Source: an optimization exercise on an open RTL-to-GDS flow (aim: small area, a short achievable clock period and few clock cycles per item). Production flows keep margins and buffers that such runs may drop.
The RTL was checked by simulation tests, not by an equivalence proof against the original design.
Power figures rest on the tool's default switching activity, not on a simulated workload.

$ cat design.v
package kced_pkg;
  localparam int EV_W      = 7;
  localparam int PIN_CNT   = 4;
  localparam int KEY_IDX_W = 2;
  localparam int CD_W      = 16;
  localparam int SP_W      = 8;
  localparam int CFG_IDX_W = 2;
  localparam int CFG_W     = 16;
  localparam int EV_HOLD   = 0;
  localparam int EV_DOWN   = 1;
  localparam int EV_UP     = 2;
  localparam int EV_SINGLE = 3;
  localparam int EV_DOUBLE = 4;
  localparam int EV_LONG   = 5;
  localparam int EV_REPEAT = 6;
  localparam logic [SP_W-1:0] SAMPLE_PERIOD_RST   = 8'd20;
  localparam logic [CD_W-1:0] DOUBLE_WINDOW_RST   = 16'd200;
  localparam logic [CD_W-1:0] LONG_TIME_RST       = 16'd2000;
  localparam logic [CD_W-1:0] REPEAT_INTERVAL_RST = 16'd100;
endpackage
import kced_pkg::*;
module kced_key #(
  parameter int KEY = 0
) (
  input  logic                 clk,
  input  logic                 rst_n,
  input  logic [CD_W-1:0]      double_window,
  input  logic [CD_W-1:0]      long_time,
  input  logic [CD_W-1:0]      repeat_interval,
  input  logic                 lt_le1,    
  input  logic                 dw_le1,    
  input  logic                 ri_le1,    
  input  logic                 sample,    
  input  logic                 is_check,  
  input  logic                 in_valid,  
  input  logic                 ready,     
  input  logic [1:0]           key,       
  input  logic [EV_W-1:0]      mask,
  input  logic                 pressed,
  output logic [EV_W-1:0]      ev_item,   
  output logic                 hit        
);
  localparam logic [2:0] MODE_IDLE      = 3'b000;
  localparam logic [2:0] MODE_DBL_WAIT  = 3'b001;
  localparam logic [2:0] MODE_PRESSED   = 3'b100;
  localparam logic [2:0] MODE_AFTER_DBL = 3'b101;
  localparam logic [2:0] MODE_REPEAT    = 3'b110;
  logic [2:0]      mode_r, mode_nxt, mode_t1, mode_t0;
  logic [CD_W-1:0] cd_r, cd_nxt, cd_dec;
  logic [EV_W-1:0] ev_r, ev_nxt, ev_set, ev_tick, clr;
  logic            zero_r, zero_nxt, dec_le1;
  logic            tick, update;
  logic            last, nonzero;
  logic            st_idle, st_dbl, st_prs, st_aft, st_rpt;
  logic            lt1, ri1, lt0, dw0;
  logic            s_lt, s_dw, s_ri, s_dec, s_hold;
  assign tick   = in_valid && ready && !is_check;
  assign update = in_valid && ready && (!is_check || (key == 2'(KEY)));
  assign clr = {mask[EV_W-1:1], mask[0] && (mask[EV_W-1:1] != '0)};
  assign last    = mode_r[2];
  assign st_idle = (mode_r == MODE_IDLE);
  assign st_dbl  = (mode_r == MODE_DBL_WAIT);
  assign st_prs  = (mode_r == MODE_PRESSED);
  assign st_aft  = (mode_r == MODE_AFTER_DBL);
  assign st_rpt  = (mode_r == MODE_REPEAT);
  assign nonzero = !(zero_r && !cd_r[0]);
  assign dec_le1 = (cd_r[CD_W-1:2] == '0) && !(cd_r[1] && cd_r[0]);
  assign cd_dec[0] = cd_r[0] ^ nonzero;
  for (genvar i = 1; i < CD_W; i++) begin : g_dec
    assign cd_dec[i] = cd_r[i] ^ (nonzero && (cd_r[i-1:0] == '0));
  end
  assign lt1 = sample && st_idle;
  assign ri1 = sample && zero_r && (st_prs || st_rpt);
  assign lt0 = sample && st_idle;
  assign dw0 = sample && st_prs;
  assign ev_set[EV_HOLD]   = 1'b0;                              
  assign ev_set[EV_DOWN]   = sample && !last;                   
  assign ev_set[EV_UP]     = sample && last;                    
  assign ev_set[EV_SINGLE] = sample && st_dbl && zero_r;        
  assign ev_set[EV_DOUBLE] = sample && st_dbl;                  
  assign ev_set[EV_LONG]   = sample && st_prs && zero_r;        
  assign ev_set[EV_REPEAT] = sample && st_rpt && zero_r;        
  always_comb begin
    mode_t1 = mode_r;
    mode_t0 = mode_r;
    if (sample) begin
      if (st_idle) mode_t1 = MODE_PRESSED;
      else if (st_prs && zero_r) mode_t1 = MODE_REPEAT;
      else if (st_dbl) mode_t1 = MODE_AFTER_DBL;
      if (st_prs) mode_t0 = MODE_DBL_WAIT;
      else if ((st_dbl && zero_r) || st_aft || st_rpt) mode_t0 = MODE_IDLE;
    end
  end
  assign ev_tick[EV_HOLD]   = sample ? pressed : ev_r[EV_HOLD];
  assign ev_tick[EV_DOWN]   = ev_r[EV_DOWN]   || (pressed && ev_set[EV_DOWN]);
  assign ev_tick[EV_UP]     = ev_r[EV_UP]     || (!pressed && ev_set[EV_UP]);
  assign ev_tick[EV_SINGLE] = ev_r[EV_SINGLE] || (!pressed && ev_set[EV_SINGLE]);
  assign ev_tick[EV_DOUBLE] = ev_r[EV_DOUBLE] || (pressed && ev_set[EV_DOUBLE]);
  assign ev_tick[EV_LONG]   = ev_r[EV_LONG]   || (pressed && ev_set[EV_LONG]);
  assign ev_tick[EV_REPEAT] = ev_r[EV_REPEAT] || (pressed && ev_set[EV_REPEAT]);
  assign ev_item = is_check ? (ev_r & ~clr) : ev_tick;
  assign hit     = ((ev_r & mask) != '0);
  assign ev_nxt  = {EV_W{rst_n}} & (update ? ev_item : ev_r);
  assign mode_nxt = {3{rst_n}} & (tick ? (pressed ? mode_t1 : mode_t0) : mode_r);
  assign s_lt   = rst_n && tick && (pressed ? lt1 : lt0);
  assign s_dw   = rst_n && tick && !pressed && dw0;
  assign s_ri   = rst_n && tick && pressed && ri1;
  assign s_dec  = rst_n && tick && !(pressed ? (lt1 || ri1) : (lt0 || dw0));
  assign s_hold = rst_n && !tick;
  assign cd_nxt = ({CD_W{s_lt}} & long_time) | ({CD_W{s_dw}} & double_window)
                | ({CD_W{s_ri}} & repeat_interval)
                | ({CD_W{s_dec}} & cd_dec) | ({CD_W{s_hold}} & cd_r);
  assign zero_nxt = !rst_n || (s_lt && lt_le1) || (s_dw && dw_le1) || (s_ri && ri_le1)
                  || (s_dec && dec_le1) || (s_hold && zero_r);
  always_ff @(posedge clk) begin
    zero_r <= zero_nxt;
    mode_r <= mode_nxt;
    cd_r   <= cd_nxt;
    ev_r   <= ev_nxt;
  end
endmodule
import kced_pkg::*;
module key_click_event_detector (
  input  logic                 clk,
  input  logic                 rst_n,
  input  logic                 in_tvalid,
  output logic                 in_tready,
  input  logic [15:0]          in_tdata,
  input  logic                 in_tuser,
  output logic                 out_tvalid,
  input  logic                 out_tready,
  output logic [7:0]           out_tdata,
  input  logic                 cfg_we,
  input  logic [CFG_IDX_W-1:0] cfg_addr,
  input  logic [CFG_W-1:0]     cfg_wdata
);
  logic [SP_W-1:0] sp_m2_r;
  logic            sp_le1_r;
  logic [CD_W-1:0] double_window_r, long_time_r, repeat_interval_r;
  logic            sp_we;
  assign sp_we = cfg_we && (cfg_addr == 2'd0);
  always_ff @(posedge clk) begin
    if (!rst_n) begin
      sp_m2_r           <= SAMPLE_PERIOD_RST - SP_W'(2);
      sp_le1_r          <= 1'b0;
      double_window_r   <= DOUBLE_WINDOW_RST;
      long_time_r       <= LONG_TIME_RST;
      repeat_interval_r <= REPEAT_INTERVAL_RST;
    end else if (cfg_we) begin
      case (cfg_addr)
        2'd0: begin
          sp_m2_r  <= cfg_wdata[SP_W-1:0] - SP_W'(2);
          sp_le1_r <= (cfg_wdata[SP_W-1:0] <= SP_W'(1));
        end
        2'd1: double_window_r   <= cfg_wdata;
        2'd2: long_time_r       <= cfg_wdata;
        default: repeat_interval_r <= cfg_wdata;
      endcase
    end
  end
  logic lt_le1, dw_le1, ri_le1;
  assign lt_le1 = (long_time_r[CD_W-1:1] == '0);
  assign dw_le1 = (double_window_r[CD_W-1:1] == '0);
  assign ri_le1 = (repeat_interval_r[CD_W-1:1] == '0);
  logic out_valid_r, spare_valid_r, in_ready_r;
  logic fire, tick;
  assign in_tready = in_ready_r;
  assign fire      = in_tvalid && !spare_valid_r;
  assign tick      = fire && !in_tuser;
  logic [SP_W-1:0] div_r, div_nxt;
  logic            sample_r, sample_nxt;
  logic            do_sample;
  assign do_sample = sample_r;
  assign div_nxt   = !tick ? div_r : (sample_r ? '0 : div_r + SP_W'(1));
  kced_div u_div (
    .sp_we      (sp_we),
    .sp_wdata   (cfg_wdata[SP_W-1:0]),
    .sp_m2      (sp_m2_r),
    .sp_le1     (sp_le1_r),
    .div        (div_r),
    .tick       (tick),
    .sample     (sample_r),
    .sample_nxt (sample_nxt)
  );
  always_ff @(posedge clk) begin
    if (!rst_n) begin
      div_r    <= '0;
      sample_r <= (SP_W'(1) >= SAMPLE_PERIOD_RST);
    end else begin
      div_r    <= div_nxt;
      sample_r <= sample_nxt;
    end
  end
  logic [1:0]         key;
  logic [EV_W-1:0]    mask;
  logic [EV_W-1:0]    ev_item [PIN_CNT];
  logic [PIN_CNT-1:0] hit;
  assign key  = in_tdata[5:4];
  assign mask = in_tdata[12:6];
  for (genvar k = 0; k < PIN_CNT; k++) begin : g_key
    kced_key #(.KEY(k)) u_key (
      .clk             (clk),
      .rst_n           (rst_n),
      .double_window   (double_window_r),
      .long_time       (long_time_r),
      .repeat_interval (repeat_interval_r),
      .lt_le1          (lt_le1),
      .dw_le1          (dw_le1),
      .ri_le1          (ri_le1),
      .sample          (do_sample),
      .is_check        (in_tuser),
      .in_valid        (in_tvalid),
      .ready           (!spare_valid_r),
      .key             (key),
      .mask            (mask),
      .pressed         (~in_tdata[k]),
      .ev_item         (ev_item[k]),
      .hit             (hit[k])
    );
  end
  logic [7:0] result;
  assign result = {ev_item[key], in_tuser && hit[key]};
  logic [7:0] out_data_r, spare_data_r;
  always_ff @(posedge clk) begin
    if (!rst_n) begin
      out_valid_r   <= 1'b0;
      spare_valid_r <= 1'b0;
      in_ready_r    <= 1'b1;
    end else begin
      if (!out_valid_r || out_tready) begin
        out_valid_r <= spare_valid_r || fire;
      end
      if (spare_valid_r) begin
        spare_valid_r <= !out_tready;
        in_ready_r    <= out_tready;
      end else begin
        spare_valid_r <= fire && out_valid_r && !out_tready;
        in_ready_r    <= !(fire && out_valid_r && !out_tready);
      end
    end
  end
  always_ff @(posedge clk) begin
    if (!out_valid_r || out_tready) begin
      out_data_r <= spare_valid_r ? spare_data_r : result;
    end
    if (!spare_valid_r) begin
      spare_data_r <= result;
    end
  end
  assign out_tvalid = out_valid_r;
  assign out_tdata  = out_data_r;
endmodule
module kced_div (
  input  logic            sp_we,
  input  logic [SP_W-1:0] sp_wdata,
  input  logic [SP_W-1:0] sp_m2,
  input  logic            sp_le1,
  input  logic [SP_W-1:0] div,
  input  logic            tick,
  input  logic            sample,
  output logic            sample_nxt
);
  logic tick_sample;   
  assign tick_sample = sample ? sp_le1 : (div == sp_m2);
  always_comb begin
    if (sp_we) begin
      sample_nxt = ({1'b0, div} + (SP_W+1)'(1) >= {1'b0, sp_wdata});
    end else if (tick) begin
      sample_nxt = tick_sample;
    end else begin
      sample_nxt = sample;
    end
  end
endmodule
$ cat constraint.sdc
create_clock -name core_clock -period 5.0 [get_ports {clk}]
set_input_delay 1.0000 -clock core_clock [delete_from_list [all_inputs] [get_ports {clk}]]
set_output_delay 1.0000 -clock core_clock [all_outputs]
set_load 0.01 [all_outputs]
$ cat run.sh
#!/bin/bash
# synth_recipe.tcl (not shown) runs the flow's synth.tcl, then flattens the netlist and writes it again
# the make line also repeats each setting of config.mk as NAME=value (left out here)
make -C /OpenROAD-flow-scripts/flow DESIGN_CONFIG=/design/flow/config.mk WORK_HOME=/design/flow/orfs CLKGATE_MAP_FILE= SYNTH_SCRIPT=/design/flow/synth_recipe.tcl finish
$ cat config.mk
export PLATFORM = sky130hd
export DESIGN_NAME = key_click_event_detector
export DESIGN_NICKNAME = key_click_event_detector
export VERILOG_FILES = /design/flow/design.v
export SDC_FILE = /design/flow/constraint.sdc
export NUM_CORES = 4
export LEC_CHECK = 0
export CAP_MARGIN = 20
export CORE_MARGIN = 2
export CORE_UTILIZATION = 40
export SETUP_SLACK_MARGIN = 3
export SLEW_MARGIN = 20
export SYNTH_HIERARCHICAL = 1
==> results of run 1 <==
[power breakdown]
part / internal (W) / switching [W]
registers: 0.00162 / 0.000122
logic: 0.000296 / 0.000361
clock network: 0.000771 / 0.000683
[sequential cells by signal, indices dropped and copies added, names as in the netlist, 4 cells and up]
register,cells
g_key.u_key.mode_r,12
g_key.u_key.ev_r,28
div_r,8
out_data_r,8
g_key.u_key.cd_r,64
sp_m2_r,8
long_time_r,16
g_key.u_key.zero_r,4
repeat_interval_r,16
spare_data_r,8
double_window_r,16
[cell usage after synthesis (all sizes together), types with 8 or more instances]
cell type,instances,area share
nand2,204,0.065
dfxtp,185,0.32
a21oi,89,0.038
o21ai,79,0.034
inv,57,0.018
nor2,57,0.018
a21boi,53,0.034
buf,52,0.027
o22ai,51,0.027
clkbuf,47,0.015
nand3,42,0.022
xnor2,36,0.027
nor3,34,0.020
a221o,32,0.027
nor4,26,0.029
xor2,21,0.016
a22oi,20,0.013
a31oi,19,0.010
nand3b,18,0.012
nand4,18,0.0096
a222oi,16,0.014
o2bb2ai,15,0.011
o21a,14,0.0090
a221oi,13,0.0097
a21o,12,0.0077
nand2b,12,0.0064
o31ai,12,0.0077
or3,12,0.0081
ha,11,0.012
nor2b,11,0.0059
a211oi,9,0.0075
and2,9,0.0049
a32o,8,0.0068
edfxtp,8,0.020
mux4,8,0.015
or4,8,0.0054
[path summary, 6_finish.rpt]
| kind | from | end | slack [ps] | depth (start not counted) |
|---|---|---|---|---|
| worst min-delay path | spare_data_r[1] | spare_data_r[1] | 450 | 2 |
| worst min register to register | spare_data_r[1] | spare_data_r[1] | 450 | 2 |
| worst max-delay path | in_tdata[8] | out_data_r[1] | 2860 | 7 |
| worst max register to register | sample_r | out_data_r[1] | 2930 | 9 |
[kinds of logic after synthesis]
logic type      synth area share
compound gates             0.290
xor+xnor                  0.0426
fa+ha+maj                 0.0117
buf+inv                   0.0604
flops                      0.336
mux                       0.0242
simple gates               0.234
[per-layer routing]
| layer | up-vias | GRT usage | part of all wire |
|---|---|---|---|
| met5 | - | 0 | 0 |
| met4 | 0 | 0.102 | 0.036 |
| met3 | 106 | 0.0463 | 0.072 |
| met2 | 479 | 0.402 | 0.45 |
| met1 | 5605 | 0.358 | 0.44 |
| li1 | 5410 | - | - |
[Yosys stat by module (local to each module, per instance), excerpt]
module	cells	flip-flops and latches
kced_div	55	0
key_click_event_detector	389	85
[stage by stage]
| stage | cells | worst slack (ps) | hold slack, ps | power [W] | utilization |
|---|---|---|---|---|---|
| floorplan | 1409 | 2480 | 412 | 0.00215 | - |
| global placement | 1755 | 1540 | 429 | 0.00233 | 0.434 |
| detailed placement | 1755 | 1520 | 433 | 0.00234 | 0.434 |
| CTS | 1837 | 2860 | 450 | 0.00382 | 0.483 |
| global route | 1863 | 2820 | 468 | 0.00400 | 0.502 |
| finish | 1863 | 2860 | 450 | 0.00385 | 0.502 |
[placed cells by master (no fill, tap or decap), types with 13 or more instances in the layout]
master and instances:
nand3_1 34, a221o_1 32, a222oi_1 16, a31oi_1 18, nand3b_1 18, o22ai_1 46, inv_1 43, xnor2_1 35
dfxtp_2 13, o2bb2ai_1 15, a21boi_0 50, a21oi_1 61, nor2_1 49, buf_12 18, a21oi_2 25, dfxtp_1 165
nor4_1 14, nor3_1 26, a22oi_1 20, clkbuf_16 20, o21ai_0 66, xor2_1 21, nand2_1 196, buf_4 61
o21a_1 14, nand4_1 18, buf_2 14
[layout make-up]
cell class | instances | area [um2]
multi-input cells | 1065 | 7640
clock buffers | 18 | 439
well taps | 384 | 480
repair buffers | 131 | 1430
fillers | 2720 | 14300
flip-flops and latches | 193 | 3990
clock inverters | 14 | 168
inverters | 58 | 304
[timing repair]
action / CTS / global route
gates resized for setup: 235 / 71
cloned: 9 / 3
setup buffers: 41 / 23
endpoints found under the hold margin: 0 / 0
setup endpoints to repair: 202 / 99
pin swaps: 21 / 37
[worst max-delay path, delay by kind of cell]
| kind | cells | cell delay, ps |
|---|---|---|
| AND/OR/NAND/NOR | 3 | 640 |
| AO/OA/AOI/OAI | 2 | 440 |
| multiplexers | 1 | 230 |
| buffers and inverters | 1 | 130 |
==> impl_metrics.ini, run 1 <==
[floorplan]
ioPinCount = 50
die_h_um = 175
die_x_um = 175
coreArea_um2 = 28800
start_util = 0.408
placementRows = 62
die-area_um2 = 30700

[drt]
wl_per_cell_um = 21.9
vias = 11600
drc = 0
dr.pass1.iters = 6
drt-initial-drc-count = 1152
routed_wl_mm = 40.8
vias_per_cell = 6.23
ant_nets = 0

[sta]
min_period_ps = 2140
tns_ps = 0
max_freq_mhz = 468
relSlewSlack = 0.564
slew_violations = 0
period_share = 0.428
setup_violations = 0
rsz0062_at_grt = yes
worst_pin_slew_ps = 650
finClkSkew_ps = 11.1
hold_violations = 0

[layout]
area_growth_pct = 23.2
drive_gt1_frac = 0.235
final_cell_area_um2 = 14500
nets = 1517
n_antenna_cell = 0

[yosys]
synth_edf_count = 8
synth_area_per_cell_um2 = 8.32
netlist_instances = 1409
syn_nets = 1460
mappedNetlistArea_um2 = 11700
synth-async-reset-ratio = 0
seq_area_frac_synth = 0.336
ys_ff_latch = 193
ys_types = 76
yosysWarnings = 13
ys.flop_type = dfxtp_1

[run_status]
status = finished clean

[critical_path]
startpoint_type = input pin
worstSetupPathType = input pin to register
cp-end-kind = register
crit_top_cell = nand2_1
cp.arrival_ps = 2460
cp_max_fo = 12
required_ps = 5320
crit_chain = buf_8 > or4_1 > o31ai_1 > a31o_2 > mux4_2 > nand2_1 > nand2_1
crit_path_max_incr_delay_ps = 530
slowest_stage = or4_1

[clocking]
numCtsBuffers = 17
cts.sinks = 193
cts_tree = built
cts-hold-fix-buffers = 0
cts-root-buf = clkbuf_16
clk_path_buf_depth = 2
htreeDepth = 4
clk_pin_slew_ps = 80
clk_latency_ps = 450

[grt]
grt_pass1_wl_mm = 62.3
overflow = 0
track_usage = 0.260
grt_max_degree = 71
grt_pass1_vias = 10724
antenna_found_initial = 0

[worst_hold_path]
hp-class = register to register

[power_and_ir_drop]
cellLeakagePower_nw = 5.14
ir_worst_vdd_mv = 0.205
powerDensity_nw_per_um2 = 266

[placed_design]
dpl.hpwl_mm = 25.2
io_buffers = 46
gp_congestion = 0.915
place_area_um2 = 12500

[job]
drv_cap = 0
Testbench counts, summed over its fixed seeds: cycles 24,008, items 24,000.
==> inputs of run 2 (changes only) <==
--- a/design.v
+++ b/design.v
@@ -32,3 +32,3 @@
   input  logic                 ri_le1,    
-  input  logic                 sample,    
+  input  logic                 sample_nxt,  
   input  logic                 is_check,  
@@ -52,2 +52,3 @@
   logic            tick, update;
+  logic            sample;
   logic            last, nonzero;
@@ -115,2 +116,5 @@
   always_ff @(posedge clk) begin
+    sample <= sample_nxt;
+  end
+  always_ff @(posedge clk) begin
     zero_r <= zero_nxt;
@@ -170,3 +174,3 @@
   logic [SP_W-1:0] div_r, div_nxt;
-  logic            sample_r, sample_nxt;
+  logic            sample_r, sample_nxt, sample_d;
   logic            do_sample;
@@ -184,2 +188,6 @@
   );
+  assign sample_d = rst_n ? sample_nxt : (SP_W'(1) >= SAMPLE_PERIOD_RST);
+  always_ff @(posedge clk) begin
+    sample_r <= sample_d;
+  end
   always_ff @(posedge clk) begin
@@ -187,6 +195,4 @@
       div_r    <= '0;
-      sample_r <= (SP_W'(1) >= SAMPLE_PERIOD_RST);
     end else begin
       div_r    <= div_nxt;
-      sample_r <= sample_nxt;
     end
@@ -209,3 +215,3 @@
       .ri_le1          (ri_le1),
-      .sample          (do_sample),
+      .sample_nxt      (sample_d),
       .is_check        (in_tuser),
--- a/config.mk
+++ b/config.mk
@@ -10,2 +10,3 @@
 export CORE_UTILIZATION = 40
+export CTS_BUF_LIST = sky130_fd_sc_hd__clkbuf_8
 export SETUP_SLACK_MARGIN = 3
==> run 2 against run 1 <==
Against the previous run: register-to-register slack better by 40 ps; die area is 0.67% higher; critical path depth up 1; design area decreased by 2.1%; via count is 0.38% higher; critical endpoint unchanged.
==> impl_metrics.ini, run 2 <==
[run_status]
status = finished clean

[grt]
track_usage = 0.259
overflow = 0
grt_max_degree = 56
antenna_found_initial = 0
grt_pass1_wl_mm = 62.1
grt_pass1_vias = 10739

[yosys]
ys_types = 76
yosys-top-cells-count = nand2_1 (204), dfxtp_1 (189), a21oi_1 (88)
mappedNetlistArea_um2 = 11800
yosysMostFrequentCell = nand2_1
netlist_top_cells_area = dfxtp_1 (32%), nand2_1 (6.5%), a21oi_1 (3.7%)
seq_area_frac_synth = 0.341
syn_nets = 1464
synth_edf_count = 8
yosysWarnings = 13
synth-async-reset-ratio = 0
ys_ff_latch = 197
ys.flop_type = dfxtp_1
synth.largest_area_cell = dfxtp_1
netlist_instances = 1413
synth_top_area_frac = 0.320
synth_area_per_cell_um2 = 8.36

[clocking]
clk_latency_ps = 490
clk_path_buf_depth = 2
htreeDepth = 4
cts-root-buf = clkbuf_8
cts-hold-fix-buffers = 0
numCtsBuffers = 17
cts.sinks = 197
clk_pin_slew_ps = 110
cts_tree = built

[critical_path]
cp_max_fo = 4
cp-end-kind = register
crit_chain = buf_16 > or4_4 > o31ai_4 > nand3_2 > nand2_2 > mux4_2 > nand2_1 > nand2_1
crit_top_cell = nand2_1
cp.arrival_ps = 2430
critPathTopFamily = simple AND/OR/NAND/NOR gates
worstSetupPathType = input pin to register
crit_path_max_incr_delay_ps = 530
startpoint_type = input pin
path_buf_inv = 1
required_ps = 5360
slowest_stage = or4_4

[drt]
drt-initial-drc-count = 1041
dr.pass1.iters = 6
drc = 0
vias_per_cell = 6.24
ant_nets = 0
vias = 11644
wl_per_cell_um = 22.0
routed_wl_mm = 41.1

[power_and_ir_drop]
p_seq_frac = 0.510
ir_worst_vdd_mv = 0.128
powerDensity_nw_per_um2 = 245
power.share.clock = 0.303
p_switching_w = 0.00112
swShare = 0.323
internal_power_w = 0.00235
pwr-share-comb = 0.187
cellLeakagePower_nw = 5.04

[job]
drv_cap = 0

[sta]
period_share = 0.415
hold_violations = 0
setup_violations = 0
min_period_ps = 2070
worst_pin_slew_ps = 720
finClkSkew_ps = 21.0
max_freq_mhz = 483
relSlewSlack = 0.520
rsz0062_at_grt = yes
slew_violations = 0
tns_ps = 0
fin_ws_ps = 2930

[placed_design]
gp_congestion = 0.915
pre_cts_slack_ps = 1510
dpl.hpwl_mm = 25.7
io_buffers = 46

[layout]
drive_gt1_frac = 0.225
final.fill_count = 2831
nets = 1520
largest_reg_flops = 64
reg_top3 = g_key.u_key.cd_r: 64 flops, g_key.u_key.ev_r: 28 flops
final_common_cell = nand2_1
utilization = 0.490
n_antenna_cell = 0
largest-register = g_key.u_key.cd_r
mostFrequentLayoutCells = nand2_1 (196), dfxtp_1 (165), a21oi_1 (73), buf_4 (73), o21ai_0 (66)
area_growth_pct = 19.9

[floorplan]
ioPinCount = 50
die_h_um = 176
start_util = 0.409
die_x_um = 176
placementRows = 62
coreArea_um2 = 28900
die-area_um2 = 30900

[worst_hold_path]
hp-class = register to register
run 2: layout make-up:
type                       count  area, um2  area share
timing repair buffer         131       1320      0.0930
clock inverter                15        143      0.0101
inverter                      58        297      0.0210
clock buffer                  17        234      0.0165
timing repair inverter         1       8.76    0.000619
multi-input combinational   1063       7580       0.535
tap                          384        480      0.0339
sequential                   197       4100       0.289
run 2: modules after synthesis, one instance, submodules excluded, excerpt:
module                    area, um2  flops+latches
kced_div                        413              0
key_click_event_detector       3480             85
run 2: through the flow:
stage	hold slack [ps]	area [um2]	power, W	instances
6_report	462	14200	0.00347	1866
5_1_grt	491	14200	0.00361	1866
4_1_cts	460	13700	0.00344	1845
3_5_place_dp	433	12600	0.00237	1760
3_3_place_gp	428	12600	0.00236	1760
2_1_floorplan	412	12200	0.00219	1413
run 2: power groups by stage:
stage                     logic [W]  registers (W)  clock network (W)
after floorplan            0.000432        0.00176                  0
after global placement     0.000560        0.00180                  0
after detailed placement   0.000565        0.00181                  0
after CTS                  0.000614        0.00176            0.00107
after global routing       0.000704        0.00178            0.00113
final                      0.000650        0.00177            0.00105
run 2: metal layers:
metal  vias up  GRT usage  share of wire
li1       5399          -              -
met1      5643      0.346           0.43
met2       501      0.415           0.46
met3       101     0.0396          0.071
met4         0      0.112          0.041
met5         -          0              0
run 2: cells by family (layout without fill, tap and decap cells):
family,after synthesis,in the layout,share of synthesized area
AND/OR/NAND/NOR,491,495,0.233
AO/OA/AOI/OAI,482,482,0.289
flip-flops,197,197,0.341
XOR/XNOR,57,57,0.0423
multiplexers,18,18,0.0241
adder cells (fa/ha/maj),11,11,0.0117
buffers and inverters,157,222,0.0600
run 2: final timing paths:
check             cells past startpoint  slack [ps]             from                     to
setup / recovery                      8        2930      in_tdata[8]          out_data_r[1]
hold / removal                        2         460  spare_data_r[5]        spare_data_r[5]
setup reg to reg                     10        2970         div_r[4]  g_key[2].u_key.sample
hold reg to reg                       2         460  spare_data_r[5]        spare_data_r[5]
run 2: worst reg2reg max path, stage by stage, from the launching register on:
cell	delay, ps
dfxtp_4	380
and3_4	180
and2_4	160
nand2_4	70
xnor2_4	130
ha_4	300
nand4_1	110
a21oi_2	140
o21ai_1	80
a41oi_1	150
and2_4	240
run 2: repair_timing:
item / 4_1_cts / 5_1_grt
setup endpoints to repair: 198 / 92
resized for setup: 242 / 47
cloned: 9 / 1
setup buffers: 44 / 20
pin swaps: 27 / 21
Testbench counts of run 2, summed over its fixed seeds: cycles 24,008, items 24,000.
==> inputs of run 3 (changes only) <==
--- a/config.mk
+++ b/config.mk
@@ -9,3 +9,3 @@
 export CORE_MARGIN = 2
-export CORE_UTILIZATION = 40
+export CORE_UTILIZATION = 60
 export CTS_BUF_LIST = sky130_fd_sc_hd__clkbuf_8
==> run 3 against run 2 <==
Against the previous run: still clean on timing, DRC and antenna; non-clock buffer count decreased by 6; global-route usage rose by 12 points; routed wire length decreased by 3.8%; maximum frequency shrank 2.7%; setup slack lost 57 ps; clock-buffer cell count is 2 higher; sequential share of layout area is 0.56 points higher; via count is 0.60% higher; cell count fell by 6.6%; critical path depth shrank 1.
==> impl_metrics.ini, run 3 <==
[run_status]
status = finished clean

[grt]
overflow = 0
grt_max_degree = 78
antenna_found_initial = 0
track_usage = 0.375
grt_pass1_vias = 10639
grt_pass1_wl_mm = 59.7

[yosys]
yosysWarnings = 13
synth_edf_count = 8
ys.flop_type = dfxtp_1
synth-async-reset-ratio = 0
netlist_instances = 1413
netlist_top_cells_area = dfxtp_1 (32%), nand2_1 (6.5%), a21oi_1 (3.7%)
mappedNetlistArea_um2 = 11800
synth_top_area_frac = 0.320
synth.largest_area_cell = dfxtp_1
ys_types = 76
ys_ff_latch = 197
synth_area_per_cell_um2 = 8.36
seq_area_frac_synth = 0.341
yosys-top-cells-count = nand2_1 (204), dfxtp_1 (189), a21oi_1 (88)
syn_nets = 1464
yosysMostFrequentCell = nand2_1

[layout]
nets = 1516
drive_gt1_frac = 0.222
final_common_cell = nand2_1
n_antenna_cell = 0
largest-register = g_key.u_key.cd_r
final_cell_area_um2 = 13900
largest_reg_flops = 64
reg_top3 = g_key.u_key.cd_r: 64 flops, g_key.u_key.ev_r: 28 flops
mostFrequentLayoutCells = nand2_1 (194), dfxtp_1 (165), a21oi_1 (74), buf_4 (68), o21ai_0 (66)
final_cells = 1743
area_growth_pct = 17.5

[placed_design]
dpl.hpwl_mm = 24.2
dp.cells = 1638
gp_congestion = 0.959
io_buffers = 46
place_area_um2 = 12400

[job]
drv_cap = 0

[sta]
worst_pin_slew_ps = 787
period_share = 0.426
fin_hold_ws_ps = 459
relSlewSlack = 0.474
rsz0062_at_grt = yes
setup_violations = 0
slew_violations = 0
tns_ps = 0
hold_violations = 0
min_period_ps = 2130
max_freq_mhz = 470
finClkSkew_ps = 21.1

[clocking]
cts.sinks = 197
cts-hold-fix-buffers = 0
cts-root-buf = clkbuf_8
clk_pin_slew_ps = 100
cts_tree = built
clk_path_buf_depth = 2
clk_latency_ps = 500
htreeDepth = 4
numCtsBuffers = 17

[drt]
drc = 0
wl_met1_mm = 16.0
wl_per_cell_um = 22.7
wl_met2_mm = 17.7
vias_per_cell = 6.72
ant_nets = 0
vias = 11714
dr.pass1.iters = 10
wl_met3_mm = 3.51
drt-initial-drc-count = 1351
top_layer = met4
routed_wl_mm = 39.5

[floorplan]
start_util = 0.609
die_h_um = 144
die-area_um2 = 20800
die_x_um = 144
coreArea_um2 = 19400
placementRows = 51
ioPinCount = 50

[critical_path]
worstSetupPathType = input pin to register
cp-end-kind = register
cp_max_fo = 6
startpoint_type = input pin
required_ps = 5360
cp.arrival_ps = 2490
reg2reg_slack_ps = 2980

[worst_hold_path]
hp-class = register to register

[power_and_ir_drop]
cellLeakagePower_nw = 4.99
ir_worst_vdd_mv = 0.176
finalPower_w = 0.00340
powerDensity_nw_per_um2 = 245
run 3: cell counts after synthesis:
Identical to the previous run, type by type.
run 3: cell type report:
type / count / area, um2
inverter: 58 / 292
clock buffer: 19 / 262
timing repair inverter: 2 / 17.5
timing repair buffer: 125 / 1210
clock inverter: 13 / 100
fill: 1597 / 5520
multi-input combinational: 1064 / 7570
sequential: 197 / 4090
tap: 265 / 332
run 3: report_power, final:
| part | total, W | internal [W] | switching, W |
|---|---|---|---|
| Clock | 0.000996 | 0.000379 | 0.000617 |
| Sequential | 0.00177 | 0.00165 | 0.000122 |
| Combinational | 0.000637 | 0.000282 | 0.000355 |
run 3: path summary, 6_finish.rpt:
check             cells after the start       startpoint               endpoint
setup / recovery                      7      in_tdata[9]          out_data_r[1]
hold reg to reg                       2  spare_data_r[1]        spare_data_r[1]
hold / removal                        2  spare_data_r[1]        spare_data_r[1]
setup reg to reg                     10         div_r[2]  g_key[2].u_key.sample
run 3: routing by layer:
layer  vias up  global-route usage
met5         -                   0
met4         0               0.207
met3       162              0.0765
met2       629               0.577
met1      5520               0.493
li1       5403                   -
run 3: kinds of logic after synthesis:
family / Yosys count / synth area share
AO/OA/AOI/OAI: 482 / 0.289
adder cells (fa/ha/maj): 11 / 0.0117
flip-flops: 197 / 0.341
AND/OR/NAND/NOR: 491 / 0.233
multiplexers: 18 / 0.0241
buffers and inverters: 157 / 0.0600
XOR/XNOR: 57 / 0.0423
run 3: stage by stage:
step                setup WS (ps)   util
detailed placement           1480  0.640
global route                 2850  0.715
finish                       2870  0.715
CTS                          2820  0.694
global placement             1490  0.640
floorplan                    2480      -
run 3: repair_timing:
action,4_1_cts,5_1_grt
setup buffers,43,19
gates resized for setup,222,60
cloned,9,2
pin swaps,21,36
setup endpoints to repair,205,97
run 3: critical path: stages:
cell     delay [ps]
buf_12          110
or4_4           540
o31ai_4         220
a31o_4          240
mux4_2          230
nand2_1          50
nand2_1          90
run 3: per-module statistics from Yosys, one instance, submodules excluded, a selection:
module                    flip-flops and latches  cells inside
kced_div                                       0            55
key_click_event_detector                      85           389
==> inputs of run 4 (changes only) <==
==> flow/run.sh (new file) <==
#!/bin/bash
# Layout flow: the standard flow (standard.sh), with one change to
# synthesis: Yosys's abc pass maps the logic with flow/abc.script, one area-recovering
# mapping pass (&nf with 20% delay relaxation), instead of ORFS's speed script. Everything
# else in synthesis (registers, flattening, renaming) is synth_recipe.tcl as is,
# and placement, clock tree and routing are the standard ORFS steps.
set -euo pipefail
W="$PWD"

# Synthesis script: route every abc call to flow/abc.script, then run
# the standard flow's own synthesis script unchanged.
cat > "$W/abc_synth.tcl" <<EOT
proc abc {args} {
  set i [lsearch \$args -script]
  if {\$i >= 0} { lset args [expr {\$i + 1}] {$W/flow/abc.script} }
  yosys abc {*}\$args
}
source {$W/synth_recipe.tcl}
EOT

bash "$W/standard.sh" "SYNTH_SCRIPT=$W/abc_synth.tcl" finish > "$W/make_finish.log" 2>&1
==> flow/abc.script (new file) <==
&get -n
&st
&dch
&nf -R 20
&put
==> standard.sh (new file) <==
#!/bin/bash
# synth_recipe.tcl (not shown) runs the flow's synth.tcl, then flattens the netlist and writes it again
# the make line also repeats each setting of config.mk as NAME=value (left out here)
make -C /OpenROAD-flow-scripts/flow DESIGN_CONFIG=/design/flow/config.mk WORK_HOME=/design/flow/orfs CLKGATE_MAP_FILE= SYNTH_SCRIPT=/design/flow/synth_recipe.tcl "${@:-finish}"
removed: run.sh
==> run 4 against run 3 <==
Against the previous run: cell count down 5.0%; clock power rose by 4%; still clean; synthesized area shrank 14%; synthesized cell count is 9.8% lower; highest routed layer unchanged; design area is 5.9% lower; setup slack better by 50 ps.
==> impl_metrics.ini, run 4 <==
[clocking]
htreeDepth = 4
cts_tree = built
cts.sinks = 197
clk_path_buf_depth = 2
cts-root-buf = clkbuf_8
cts-hold-fix-buffers = 0
numCtsBuffers = 17
clk_latency_ps = 490
clk_pin_slew_ps = 100

[placed_design]
io_buffers = 46
dpl.hpwl_mm = 21.2
gp_congestion = 0.941
pre_cts_slack_ps = 1610
place_area_um2 = 11200

[sta]
fin_ws_ps = 2920
hold_violations = 0
setup_violations = 0
relSlewSlack = 0.591
slew_violations = 0
max_freq_mhz = 481
worst_pin_slew_ps = 613
tns_ps = 0
period_share = 0.416
min_period_ps = 2080
finClkSkew_ps = 13.5
rsz0062_at_grt = yes

[power_and_ir_drop]
ir_worst_vdd_mv = 0.233
internal_power_w = 0.00230
power.share.clock = 0.306
swShare = 0.319
p_switching_w = 0.00108
cellLeakagePower_nw = 5.31
powerDensity_nw_per_um2 = 259
pwr-share-comb = 0.169
p_seq_frac = 0.525

[layout]
n_antenna_cell = 0
largest_reg_flops = 64
utilization = 0.790
final_common_cell = nand2_1
area_growth_pct = 28.7
drive_gt1_frac = 0.198
nets = 1473
reg_top3 = g_key.u_key.cd_r: 64 flops, g_key.u_key.ev_r: 28 flops
largest-register = g_key.u_key.cd_r
final_cell_area_um2 = 13100
mostFrequentLayoutCells = nand2_1 (220), dfxtp_1 (178), nor2_1 (144), o21ai_0 (74), a222oi_1 (70)

[floorplan]
coreArea_um2 = 16500
die-area_um2 = 18000
ioPinCount = 50
start_util = 0.614
placementRows = 47
die_h_um = 134
die_x_um = 134

[yosys]
yosysWarnings = 13
mappedNetlistArea_um2 = 10100
yosys-top-cells-count = nand2_1 (233), dfxtp_1 (189), nor2_1 (174)
ys.flop_type = dfxtp_1
syn_nets = 1325
synth_top_area_frac = 0.373
seq_area_frac_synth = 0.397
netlist_instances = 1274
netlist_top_cells_area = dfxtp_1 (37%), nand2_1 (8.6%), a222oi_1 (6.9%)
yosysMostFrequentCell = nand2_1
synth_edf_count = 8
ys_types = 43
synth-async-reset-ratio = 0
ys_ff_latch = 197
synth.largest_area_cell = dfxtp_1
synth_area_per_cell_um2 = 7.96

[critical_path]
r2r-end = out_data_r[4]
required_ps = 5250
critPathTopFamily = compound AO/OA/AOI/OAI gates
worstSetupPathType = input pin to register
crit_chain = clkbuf_4 > nand2_1 > nand2_1 > o41ai_4 > a222oi_1 > a21oi_1 > a21o_1
slowest_stage = a222oi_1
crit_top_cell = nand2_1
cp.arrival_ps = 2330
r2r_cells = 6
reg2reg_slack_ps = 2980
cp-end-kind = register
path_buf_inv = 1
cp_max_fo = 12
crit_path_max_incr_delay_ps = 410
startpoint_type = input pin
regToRegStartpoint = g_key[3].u_key.sample

[grt]
overflow = 0
track_usage = 0.378
grt_max_degree = 43
grt_pass1_vias = 9804
antenna_found_initial = 0
grt_pass1_wl_mm = 53.2

[run_status]
status = finished clean

[drt]
vias_per_cell = 6.81
drt-initial-drc-count = 2028
drc = 0
ant_nets = 0
routed_wl_mm = 35.8
dr.pass1.iters = 12
vias = 11268
wl_per_cell_um = 21.6

[job]
drv_cap = 0

[worst_hold_path]
min_from = spare_data_r[1]
whs_path_depth = 2
worstHoldEndpoint = spare_data_r[1]
hp-class = register to register
run 4: cell types whose count changed after synthesis, sizes merged, moves of 29 or more:
cell	delta
a21boi	-47
a21oi	-39
a221o	-32
a222oi	+54
a22oi	+30
buf	-52
clkbuf	-47
clkinv	+34
inv	-57
nand2	+29
nand3	+30
nor2	+117
o22ai	-51
run 4: kinds of logic after synthesis:
family | Yosys count | synth area share
DFF | 197 | 0.397
buffers and inverters | 35 | 0.0130
adders and majority gates | 11 | 0.0136
AOI/OAI and AO/OA | 326 | 0.228
xor gates and xnor gates | 61 | 0.0527
muxes | 21 | 0.0209
and+or+nand+nor | 623 | 0.275
run 4: final cells by class:
cell class	count	area, um2
timing repair buffer	128	1370
clock inverter	15	149
tap	220	275
sequential	197	4050
fill	1135	3470
clock buffer	17	234
multi-input combinational	1043	6780
inverter	35	196
run 4: what timing repair did:
action	in CTS	in global routing
buffers inserted	50	24
setup endpoints to repair	199	136
gates cloned	1	4
resized for setup	211	95
pin swaps	40	39
run 4: worst max path at each step:
| stage | slack (ps) | startpoint | depth (start not counted) | endpoint |
|---|---|---|---|---|
| after global placement | 1670 | rst_n | 5 | g_key[1].u_key.cd_r[12] |
| final | 2920 | in_tdata[9] | 7 | out_data_r[4] |
| after global routing | 2810 | g_key[3].u_key.sample | 6 | out_data_r[4] |
| after CTS | 2940 | in_tdata[10] | 7 | out_data_r[1] |
| after detailed placement | 1610 | rst_n | 5 | g_key[1].u_key.cd_r[11] |
| after floorplan | 2700 | in_tdata[11] | 6 | out_data_r[1] |
run 4: metal layers:
layer | track usage | share of wire | up-vias
met5 | 0 | 0 | -
li1 | - | - | 5089
met4 | 0.190 | 0.053 | 0
met1 | 0.514 | 0.38 | 5196
met3 | 0.0624 | 0.12 | 178
met2 | 0.585 | 0.45 | 805
run 4: per-stage QoR:
| stage | cells | total power (W) | hold slack [ps] |
|---|---|---|---|
| floorplan | 1274 | 0.00206 | 413 |
| global placement | 1544 | 0.00225 | 423 |
| detailed placement | 1544 | 0.00226 | 432 |
| CTS | 1627 | 0.00330 | 447 |
| global route | 1655 | 0.00350 | 468 |
| finish | 1655 | 0.00338 | 445 |
run 4: worst min-delay path, cell delays in order (launching register included):
cell,delay (ps)
dfxtp_1,320
clkinv_1,40
a32oi_1,50
run 4: per-module statistics from Yosys, one instance, submodules excluded, a selection:
module,area (um2),flip-flops and latches,times used
key_click_event_detector,3190,85,1
kced_div,398,0,1
run 4: power by group through the flow:
stage                     combinational [W]  clock, W  sequential [W]
after floorplan                    0.000304         0         0.00176
after global placement             0.000448         0         0.00180
after detailed placement           0.000456         0         0.00180
after CTS                          0.000506   0.00103         0.00176
after global routing               0.000619   0.00110         0.00178
final                              0.000571   0.00104         0.00178

[separate check: timing with driven ports]
No port has a modelled driver above. Below, the same layouts with a new extraction and two added sets of constraints. Step 1: set_driving_cell puts a clkbuf_16 on clk and a buf_2 on each other input, an assumption about the parent block. Step 2 times the ports against the registers' clock, not the clock port: input delays grow and output delays shrink by t, the midpoint of the rising clock arrivals with the driver on. a / b / c = no drivers / after step 1 / after step 2; a / b = the first two.
run	t, ns	slack for setup (ns)	latest minus earliest clock arrival (ns)
run 1	0.491	2.861 / 2.867 / 2.376	0.012 / 0.012
run 2	0.528	2.927 / 2.880 / 2.353	0.021 / 0.021
run 3	0.536	2.871 / 2.829 / 2.293	0.022 / 0.021
run 4	0.529	2.921 / 2.875 / 2.346	0.013 / 0.014
After both steps setup and hold are still met in every run listed. The setup slack of run 3, which loses most, moves by -0.042 ns with the drivers and by -0.578 ns with both steps.
